Source: an optimization exercise on an open RTL-to-GDS flow (aim: a short achievable clock period and few clock cycles). Production flows keep margins and buffers that such runs may drop. In this exercise RTL edits were held to simulation tests only and were not proved equivalent to the original. The flow treats the clock pin as an ideal source, which a real chip does not have. No activity file was given, so power comes from the tool's default toggle rates.

Setup of 12-23:
// processor
module processor (
    input  logic        clock,
    input  logic        reset,
    output logic [31:0] address_imem,
    input  logic [31:0] q_imem,
    output logic [31:0] address_dmem,
    output logic [31:0] data,
    output logic        wren,
    input  logic [31:0] q_dmem
);
    logic [31:0] pc, ras;
    logic        fd_valid, fd_pred_taken;
    logic        fd_uses_rs, fd_uses_b, fd_use_imm, fd_writes;
    logic [4:0]  fd_b, fd_dest;
    logic [31:0] fd_ir, fd_pc, fd_pc1, fd_pc2, fd_ras, fd_btgt, fd_btgt1;
    logic        fd_c17, fd_c17_1;
    logic        dx_valid;
    logic        dx_add, dx_sub, dx_and, dx_or, dx_sll, dx_sra, dx_addi, dx_mem;
    logic        dx_lw, dx_sw, dx_bne, dx_blt, dx_bex, dx_jr, dx_const_op, dx_we;
    logic        dx_r_eq, dx_r_ne, dx_r_ge, dx_r_lt, dx_r_z, dx_r_jr;
    logic        dx_sumop, dx_other;
    logic [31:0] dx_a, dx_opb, dx_b, dx_const, dx_alt, dx_alt1, dx_ras, dx_pc, dx_pc1;
    logic        dx_dep;
    logic [4:0]  dx_shamt, dx_dest;
    logic [1:0]  dx_code;
    logic        fa_m, fo_mp, fo_mn, fo_d, fb_m;
    logic        s_dd, s_md, s_dm, s_dmn, s_mm;
    logic        c_dd, c_md, c_dm;
    logic        dx_cx;
    logic        xm_we, xm_exc, xm_lw, xm_wren, xm_cx, xm_a31, xm_o31;
    logic [31:0] xm_alu_n;
    logic [4:0]  xm_dest;
    logic [1:0]  xm_code;
    logic [31:0] xm_alu, xm_sd;
    logic        mw_we;
    logic [4:0]  mw_dest;
    logic [31:0] mw_result;
    logic [31:0] regs [1:31];
    logic        stall, redirect, replay, flush, reset_r;
    logic [31:0] redirect_pc, redirect_pc1;
    logic [4:0]  f_op, f_rd, f_rt;
    logic [31:0] pc1, ras1, f_btgt, f_btgt1, f_jtgt, f_jtgt1;
    logic        f_is_br, f_is_jd, f_is_jr, f_r;
    assign address_imem = pc;
    assign f_op = q_imem[31:27];
    assign f_rd = q_imem[26:22];
    assign f_rt = q_imem[16:12];
    assign f_r  = f_op == op_rtype;
    logic [16:0] kg [0:5];
    logic [16:0] kp [0:5];
  ...
==> flow/config.mk <==
export PLATFORM = sky130hd
export DESIGN_NAME = processor
export DESIGN_NICKNAME = processor
export VERILOG_FILES = /design/flow/design.v
export SDC_FILE = /design/flow/constraint.sdc
export NUM_CORES = 4
export LEC_CHECK = 0
export ABC_CLOCK_PERIOD_IN_PS = 3000
export CAP_MARGIN = 20
export CORE_MARGIN = 2
export CORE_UTILIZATION = 40
export SLEW_MARGIN = 20
export TNS_END_PERCENT = 100
==> flow/constraint.sdc <==
create_clock -name core_clock -period 10.0 [get_ports {clock}]
set_input_delay 2.0000 -clock core_clock [delete_from_list [all_inputs] [get_ports {clock}]]
set_output_delay 2.0000 -clock core_clock [all_outputs]
set_load 0.01 [all_outputs]
standard.sh (not shown) runs the stock make flow with config.mk's settings and CLKGATE_MAP_FILE= SYNTH_SCRIPT=/design/flow/synth_recipe.tcl, a recipe that flattens the netlist after the stock synthesis.
==> flow/flow/run.sh <==
#!/bin/bash
set -euo pipefail
W=$(pwd)
mkdir -p "$W/tmp" "$W/home"
export TMPDIR="$W/tmp" HOME="$W/home"
bash standard.sh SETUP_SLACK_MARGIN=6.5 POST_CTS_TCL="$W/flow/post_cts.tcl" finish > standard_flow.log 2>&1
==> flow/flow/post_cts.tcl <==
# Run after clock tree synthesis (POST_CTS_TCL). The port buffers that
# buffer_ports placed are small delay cells; make each a strong plain buffer,
# then repair timing once more without the footprint limit, and legalize.
foreach inst [get_cells -quiet {input* output*}] {
  if {[get_property $inst ref_name] ne "sky130_fd_sc_hd__buf_8"} {
    replace_cell $inst sky130_fd_sc_hd__buf_8
  }
}
estimate_parasitics -placement
repair_timing -setup_margin $::env(SETUP_SLACK_MARGIN) -repair_tns 100 -verbose
detailed_placement
check_placement -verbose
estimate_parasitics -placement
report_worst_slack
12-23 went all the way through synthesis, placement and routing and the layout is clean on timing, DRC and antenna.
Testbench counts of 12-23, summed over its fixed seeds: cycles 40,804.
[inputs] 07-24 vs 12-23
--- a/flow/design.v
+++ b/flow/design.v
@@ -61,19 +61,19 @@
     logic [31:0] dx_a, dx_opb, dx_b, dx_const, dx_alt, dx_alt1, dx_ras, dx_pc, dx_pc1;
     logic        dx_dep;
     logic [4:0]  dx_shamt, dx_dest;
     logic [1:0]  dx_code;
     logic        fa_m, fo_mp, fo_mn, fo_d, fb_m;
     logic        s_dd, s_md, s_dm, s_dmn, s_mm;
     logic        c_dd, c_md, c_dm;
     logic        dx_cx;
     logic        xm_we, xm_exc, xm_lw, xm_wren, xm_cx, xm_a31, xm_o31;
-    logic [31:0] xm_alu_n;
+    logic [31:0] xm_alu_n, xm_addr;
     logic [4:0]  xm_dest;
     logic [1:0]  xm_code;
     logic [31:0] xm_alu, xm_sd;
     logic        mw_we;
     logic [4:0]  mw_dest;
     logic [31:0] mw_result;
     logic [31:0] regs [1:31];
     logic        stall, redirect, replay, flush, reset_r;
     logic [31:0] redirect_pc, redirect_pc1;
@@ -336,21 +336,22 @@
         xm_cx   <= !reset && x_ok && dx_cx;
         xm_a31  <= x_a[31];
         xm_o31  <= x_opb[31];
         xm_lw   <= !reset && x_ok && dx_lw;
         xm_wren <= !reset && x_ok && dx_sw;
         xm_dest <= dx_dest;
         xm_code <= dx_code;
         xm_alu   <= (dx_sumop || dx_sub) ? x_sum : x_other;
         xm_alu_n <= ~((dx_sumop || dx_sub) ? x_sum : x_other);
+        xm_addr  <= dx_mem ? x_sum : 32'd0;
         xm_sd   <= x_b;
     end
-    assign address_dmem = xm_alu;
+    assign address_dmem = xm_addr;
     assign data         = xm_sd;
     assign wren         = xm_wren;
     always_ff @(posedge clock) begin
         mw_we     <= !reset && xm_we_act;
         mw_dest   <= xm_dest_act;
         mw_result <= m_result;
     end
     always_ff @(posedge clock) begin
         reset_r <= reset;
### Flow results
07-24 completed every stage of the flow, and the final layout passed the timing, DRC and antenna checks. Number of nets in the finished design in 07-24 is 286 above 12-23. Per the comparison of 07-24 with 12-23, leakage power has increased, proportion of layout cells with a drive suffix above 1 has increased, post-route worst hold slack has decreased, via count has increased. 07-24 ended up with dx_a[26] as its critical path launch point; 12-23 ended up with xm_alu[20]. 07-24 — worst stage delay on the critical path 0.12 ns higher, 12-23 as reference. Die area on 07-24 is up relative to 12-23.
Testbench counts of 07-24, summed over its fixed seeds: cycles 40,804.

* * *

Another version of the RTL of processor (not shown whole).
Size in the first run: ~8000 cells after synthesis, roughly 1700 flip-flops, about 160 I/O pins.
==> flow/config.mk <==
export PLATFORM = sky130hd
export DESIGN_NAME = processor
export DESIGN_NICKNAME = processor
export VERILOG_FILES = /design/flow/design.v
export SDC_FILE = /design/flow/constraint.sdc
export NUM_CORES = 4
export LEC_CHECK = 0
export ABC_CLOCK_PERIOD_IN_PS = 3000
export CAP_MARGIN = 20
export CORE_MARGIN = 2
export CORE_UTILIZATION = 40
export SLEW_MARGIN = 20
export TNS_END_PERCENT = 100
==> flow/constraint.sdc <==
create_clock -name core_clock -period 10.0 [get_ports {clock}]
set_input_delay 2.0000 -clock core_clock [delete_from_list [all_inputs] [get_ports {clock}]]
set_output_delay 2.0000 -clock core_clock [all_outputs]
set_load 0.01 [all_outputs]
==> flow/flow/run.sh <==
#!/bin/bash
set -euo pipefail
W=$(pwd)
mkdir -p "$W/tmp" "$W/home"
export TMPDIR="$W/tmp" HOME="$W/home"
bash standard.sh SETUP_SLACK_MARGIN=6.5 finish > standard_flow.log 2>&1
The starting point went through all stages and came out clean.
Testbench counts at the start, summed over its fixed seeds: cycles 40,804.
==> next run, changes <==
--- a/flow/design.v
+++ b/flow/design.v
@@ -45,14 +45,14 @@
     logic [1:0]  xm_code;
     logic [31:0] xm_alu, xm_sd;
     logic        mw_we;
     logic [4:0]  mw_dest;
     logic [31:0] mw_result;
     logic [31:0] regs [1:31];
-    logic        stall, redirect, replay, flush, reset_r;
-    logic [31:0] redirect_pc, flush_pc, flush_pc1;
+    logic        stall, redirect, replay, flush, reset_r, kill;
+    logic [31:0] redirect_pc, flush_pc, flush_pc1, kill_pc, kill_pc1;
     logic [4:0]  f_op, f_rd, f_rt;
     logic [31:0] pc1, ras1, f_btgt, f_btgt1, f_jtgt, f_jtgt1;
     logic        f_is_br, f_is_jd, f_is_jr, f_r;
     assign address_imem = pc;
     assign f_op = q_imem[31:27];
     assign f_rd = q_imem[26:22];
@@ -224,14 +224,14 @@
     logic        x_ovf_add, x_ovf_sub, x_exc, x_eq, x_lt, x_bz, x_jr_ok;
     assign x_code32 = {30'd0, xm_code};
     assign x_a   = fa_m ? xm_alu : dx_a;
     assign x_opb = fo_m ? xm_alu : dx_opb;
     assign x_b   = fb_m ? xm_alu : dx_b;
     logic x_ok;
-    assign replay = dx_valid && xm_exc && dx_dep;
-    assign x_ok   = dx_valid && !xm_exc || dx_valid && !dx_dep;
+    assign replay = !kill && dx_valid && xm_exc && dx_dep;
+    assign x_ok   = !kill && (dx_valid && !xm_exc || dx_valid && !dx_dep);
     assign x_sum  = x_a + x_opb;
     assign x_diff = x_a - x_opb;
     always_comb begin
         x_other = '0;
         if (dx_and)      x_other = x_a & x_opb;
         if (dx_or)       x_other = x_a | x_opb;
@@ -243,19 +243,24 @@
     assign x_ovf_sub = (x_a[31] != x_opb[31]) && (x_diff[31] != x_a[31]);
     assign x_exc     = x_ok && (((dx_add || dx_addi) && x_ovf_add) || (dx_sub && x_ovf_sub));
     assign x_eq    = x_b == x_a;
     assign x_lt    = $signed(x_b) < $signed(x_a);
     assign x_bz    = x_b == 32'd0;
     assign x_jr_ok = x_b == dx_ras;
-    assign redirect = !(xm_exc && dx_dep) &&
+    assign redirect = !kill && !(xm_exc && dx_dep) &&
                       ((dx_r_eq && x_eq) || (dx_r_ge && !x_lt) || (dx_r_lt && x_lt) ||
                        (dx_r_z && x_bz) || (dx_r_jr && !x_jr_ok));
     assign redirect_pc = dx_jr ? x_b : dx_alt;
-    assign flush       = replay || redirect;
-    assign flush_pc    = replay ? dx_pc : redirect_pc;
-    assign flush_pc1   = replay ? dx_pc1 : dx_jr ? x_b + 32'd1 : dx_alt1;
+    assign flush       = kill || replay;
+    assign flush_pc    = kill ? kill_pc : dx_pc;
+    assign flush_pc1   = kill ? kill_pc1 : dx_pc1;
+    always_ff @(posedge clock) begin
+        kill     <= !reset && redirect;
+        kill_pc  <= redirect_pc;
+        kill_pc1 <= dx_jr ? x_b + 32'd1 : dx_alt1;
+    end
     always_ff @(posedge clock) begin
         xm_we   <= !reset && x_ok && dx_we;
         xm_exc  <= !reset && x_exc;
         xm_lw   <= !reset && x_ok && dx_lw;
         xm_wren <= !reset && x_ok && dx_sw;
         xm_dest <= dx_dest;
=> Total power falls by a few percent; sequential power rises by a few percent; utilization falls by 1.4 points; die area rises slightly; clock-buffer cell count rises by 19.
Testbench counts after the change, summed over its fixed seeds: cycles 42,125.

* * *

processor, a different RTL version from the one above (not shown whole).
Size: about 7600 cells after synthesis, about 1900 flip-flops, roughly 160 I/O pins.
==> flow/config.mk <==
export PLATFORM = sky130hd
export DESIGN_NAME = processor
export DESIGN_NICKNAME = processor
export VERILOG_FILES = /design/flow/design.v
export SDC_FILE = /design/flow/constraint.sdc
export NUM_CORES = 4
export LEC_CHECK = 0
export ABC_CLOCK_PERIOD_IN_PS = 3000
export CAP_MARGIN = 20
export CORE_MARGIN = 2
export CORE_UTILIZATION = 40
export SLEW_MARGIN = 20
export TNS_END_PERCENT = 100
==> flow/constraint.sdc <==
create_clock -name core_clock -period 10.0 [get_ports {clock}]
set_input_delay 2.0000 -clock core_clock [delete_from_list [all_inputs] [get_ports {clock}]]
set_output_delay 2.0000 -clock core_clock [all_outputs]
set_load 0.01 [all_outputs]
Scripts as last shown in full above: flow/flow/run.sh
Testbench counts at the start, summed over its fixed seeds: cycles 40,804.
Change:
--- a/flow/design.v
+++ b/flow/design.v
@@ -26,13 +26,13 @@
     input  logic [31:0] q_dmem
 );
     logic [31:0] pc, ras;
     logic        fd_valid, fd_pred_taken;
     logic        fd_uses_rs, fd_uses_b, fd_use_imm, fd_writes;
     logic [4:0]  fd_b, fd_dest;
-    logic [31:0] fd_ir, fd_pc, fd_pc1, fd_pc2, fd_ras, fd_btgt, fd_btgt1;
+    logic [31:0] fd_ir, fd_pc, fd_pc1, fd_pc2, fd_ras;
     logic        dx_valid;
     logic        dx_add, dx_sub, dx_and, dx_or, dx_sll, dx_sra, dx_addi, dx_mem;
     logic        dx_lw, dx_sw, dx_bne, dx_blt, dx_bex, dx_jr, dx_const_op, dx_we;
     logic        dx_r_eq, dx_r_ge, dx_r_lt, dx_r_z, dx_r_jr;
     logic        dx_sumop, dx_other;
     logic [31:0] dx_a, dx_opb, dx_b, dx_const, dx_alt, dx_alt1, dx_ras, dx_pc, dx_pc1;
@@ -84,17 +84,14 @@
         end
         f_lo  = kp[0] ^ {kg[5][15:0], 1'b0};
         f_lo1 = kp[0] ^ {kh[5][15:0], 1'b1};
     end
     assign f_hi_p  = pc1[31:17] + 15'd1;
     assign f_hi_m  = pc1[31:17] - 15'd1;
-    logic [14:0] f_hc1, f_hc0;
-    assign f_hc1   = q_imem[16] ? pc1[31:17] : f_hi_p;
-    assign f_hc0   = q_imem[16] ? f_hi_m : pc1[31:17];
-    assign f_btgt  = {kg[5][16] ? f_hc1 : f_hc0, f_lo};
-    assign f_btgt1 = {kh[5][16] ? f_hc1 : f_hc0, f_lo1};
+    assign f_btgt  = {(q_imem[16] == kg[5][16]) ? pc1[31:17] : kg[5][16] ? f_hi_p : f_hi_m, f_lo};
+    assign f_btgt1 = {(q_imem[16] == kh[5][16]) ? pc1[31:17] : kh[5][16] ? f_hi_p : f_hi_m, f_lo1};
     assign f_jtgt  = {5'd0, q_imem[26:0]};
     assign f_jtgt1 = {5'd0, q_imem[26:0]} + 32'd1;
     assign f_is_jd = f_op == op_j || f_op == op_jal || f_op == op_bex;
     assign f_is_br = f_op == op_bne || (f_op == op_blt && q_imem[16]);
     assign f_is_jr = f_op == op_jr;
     logic        s_red, s_hold, s_norm, s_seq;
@@ -106,24 +103,21 @@
     assign s_norm = !reset && !replay && !stall;
     assign s_seq  = s_norm && !f_is_br && !f_is_jd && !f_is_jr;
     assign pc1_inc = pc1 + 32'd1;
     logic [31:0] pc_nr, pc1_nr;
     assign pc_d  = red_go ? redirect_pc : pc_nr;
     assign pc1_d = red_go ? redirect_pc1 : pc1_nr;
-    logic        s_br;
-    logic [31:0] pc_ot, pc1_ot;
-    assign s_br   = s_norm && f_is_br;
-    assign pc_nr  = s_br ? f_btgt : pc_ot;
-    assign pc1_nr = s_br ? f_btgt1 : pc1_ot;
-    assign pc_ot = ({32{s_red}} & dx_pc) |
+    assign pc_nr = ({32{s_red}} & dx_pc) |
                   ({32{s_hold}} & pc) |
+                  ({32{s_norm && f_is_br}} & f_btgt) |
                   ({32{s_norm && f_is_jd}} & f_jtgt) |
                   ({32{s_norm && f_is_jr}} & ras) |
                   ({32{s_seq}} & pc1);
-    assign pc1_ot = ({32{s_red}} & dx_pc1) |
+    assign pc1_nr = ({32{s_red}} & dx_pc1) |
                    ({32{s_hold}} & pc1) |
+                   ({32{s_norm && f_is_br}} & f_btgt1) |
                    ({32{s_norm && f_is_jd}} & f_jtgt1) |
                    ({32{s_norm && f_is_jr}} & ras1) |
                    ({32{s_seq}} & pc1_inc) |
                    {31'd0, reset};
     always_ff @(posedge clock) begin
         pc  <= pc_d;
@@ -143,14 +137,12 @@
     always_ff @(posedge clock) begin
         if (!stall) begin
             fd_ir         <= q_imem;
             fd_pc         <= pc;
             fd_pc1        <= pc1;
             fd_pc2        <= pc1_inc;
-            fd_btgt       <= f_btgt;
-            fd_btgt1      <= f_btgt1;
             fd_ras        <= ras;
             fd_pred_taken <= f_is_br || f_is_jd || f_is_jr;
             fd_uses_rs    <= f_r || f_op == op_addi || f_op == op_sw || f_op == op_lw ||
                              f_op == op_bne || f_op == op_blt;
             fd_uses_b     <= f_r || f_op == op_sw || f_op == op_bne || f_op == op_blt ||
                              f_op == op_jr || f_op == op_bex;
@@ -218,14 +210,14 @@
         dx_code     <= (d_op == op_addi) ? 2'd2 : (d_fn == 5'd1) ? 2'd3 : 2'd1;
         dx_a        <= d_ra;
         dx_opb      <= fd_use_imm ? d_imm : (d_r && d_fn == 5'd1) ? ~d_rb : d_rb;
         dx_cx       <= (d_r && (d_fn == 5'd0 || d_fn == 5'd1)) || d_op == op_addi;
         dx_b        <= d_rb;
         dx_const    <= (d_op == op_jal) ? fd_pc1 : {5'd0, fd_ir[26:0]};
-        dx_alt      <= fd_pred_taken ? fd_pc1 : fd_btgt;
-        dx_alt1     <= fd_pred_taken ? fd_pc2 : fd_btgt1;
+        dx_alt      <= fd_pred_taken ? fd_pc1 : fd_pc1 + d_imm;
+        dx_alt1     <= fd_pred_taken ? fd_pc2 : fd_pc2 + d_imm;
         dx_pc1      <= fd_pc1;
         dx_r_eq     <= !reset && d_go && d_op == op_bne;
         dx_r_ge     <= !reset && d_go && d_op == op_blt && fd_pred_taken;
         dx_r_lt     <= !reset && d_go && d_op == op_blt && !fd_pred_taken;
         dx_r_z      <= !reset && d_go && d_op == op_bex;
         dx_r_jr     <= !reset && d_go && d_op == op_jr;
The changed run produced a clean layout. Worst hold slack gets better by 27 ps. Via count rose by 2.7%. Count of clock-buffer cells in the layout went down by 12. Die area stays flat. Setup slack gets better by 3.0 ps. Area after synthesis is about the same. Total power fell by 2.3%. Wire length rises by 0.95%. Maximum frequency barely changes. Sequential share of layout area fell by 1.7 points. Cell area is about the same. Synthesized cell count goes up by 5.6%.
Testbench counts after the change, summed over its fixed seeds: cycles 40,804.

## port drivers added, routing unchanged
Ports are ideal in the flow. The routed layouts listed here were re-timed in OpenROAD.
Step 1 sets driving cells, clkbuf_16 on the clock port and buf_2 on the other inputs (assumed; they add their load-dependent delay and slew).
Step 2 moves the port delays by t, midway between the first and last clock arrival at a register: inputs arrive t later, outputs are due t later. That takes back most of the time a late clock gives input paths.
Slacks: no drivers / after step 1 / after step 2; pairs: no drivers / after step 1.
| run | t (ns) | setup slack, ns | worst setup path at the end |
|---|---|---|---|
| 12-23 | 0.965 | 5.970 / 5.970 / 5.334 | input to register |
| 07-24 | 0.958 | 6.060 / 6.060 / 5.241 | input to register |
| the first run of note 2 | 0.928 | 5.988 / 5.988 / 5.193 | input to register |
| the second run of note 2 | 0.938 | 5.873 / 5.873 / 5.667 | input to register |
| the first run of note 3 | 0.947 | 6.038 / 6.038 / 5.270 | input to register |
| the second run of note 3 | 0.946 | 6.041 / 6.041 / 5.244 | input to register |
After both steps setup and hold are still met in every run listed. For 07-24, which loses most, drivers alone change the setup slack by 0.000 ns; drivers and shift together by -0.819 ns.
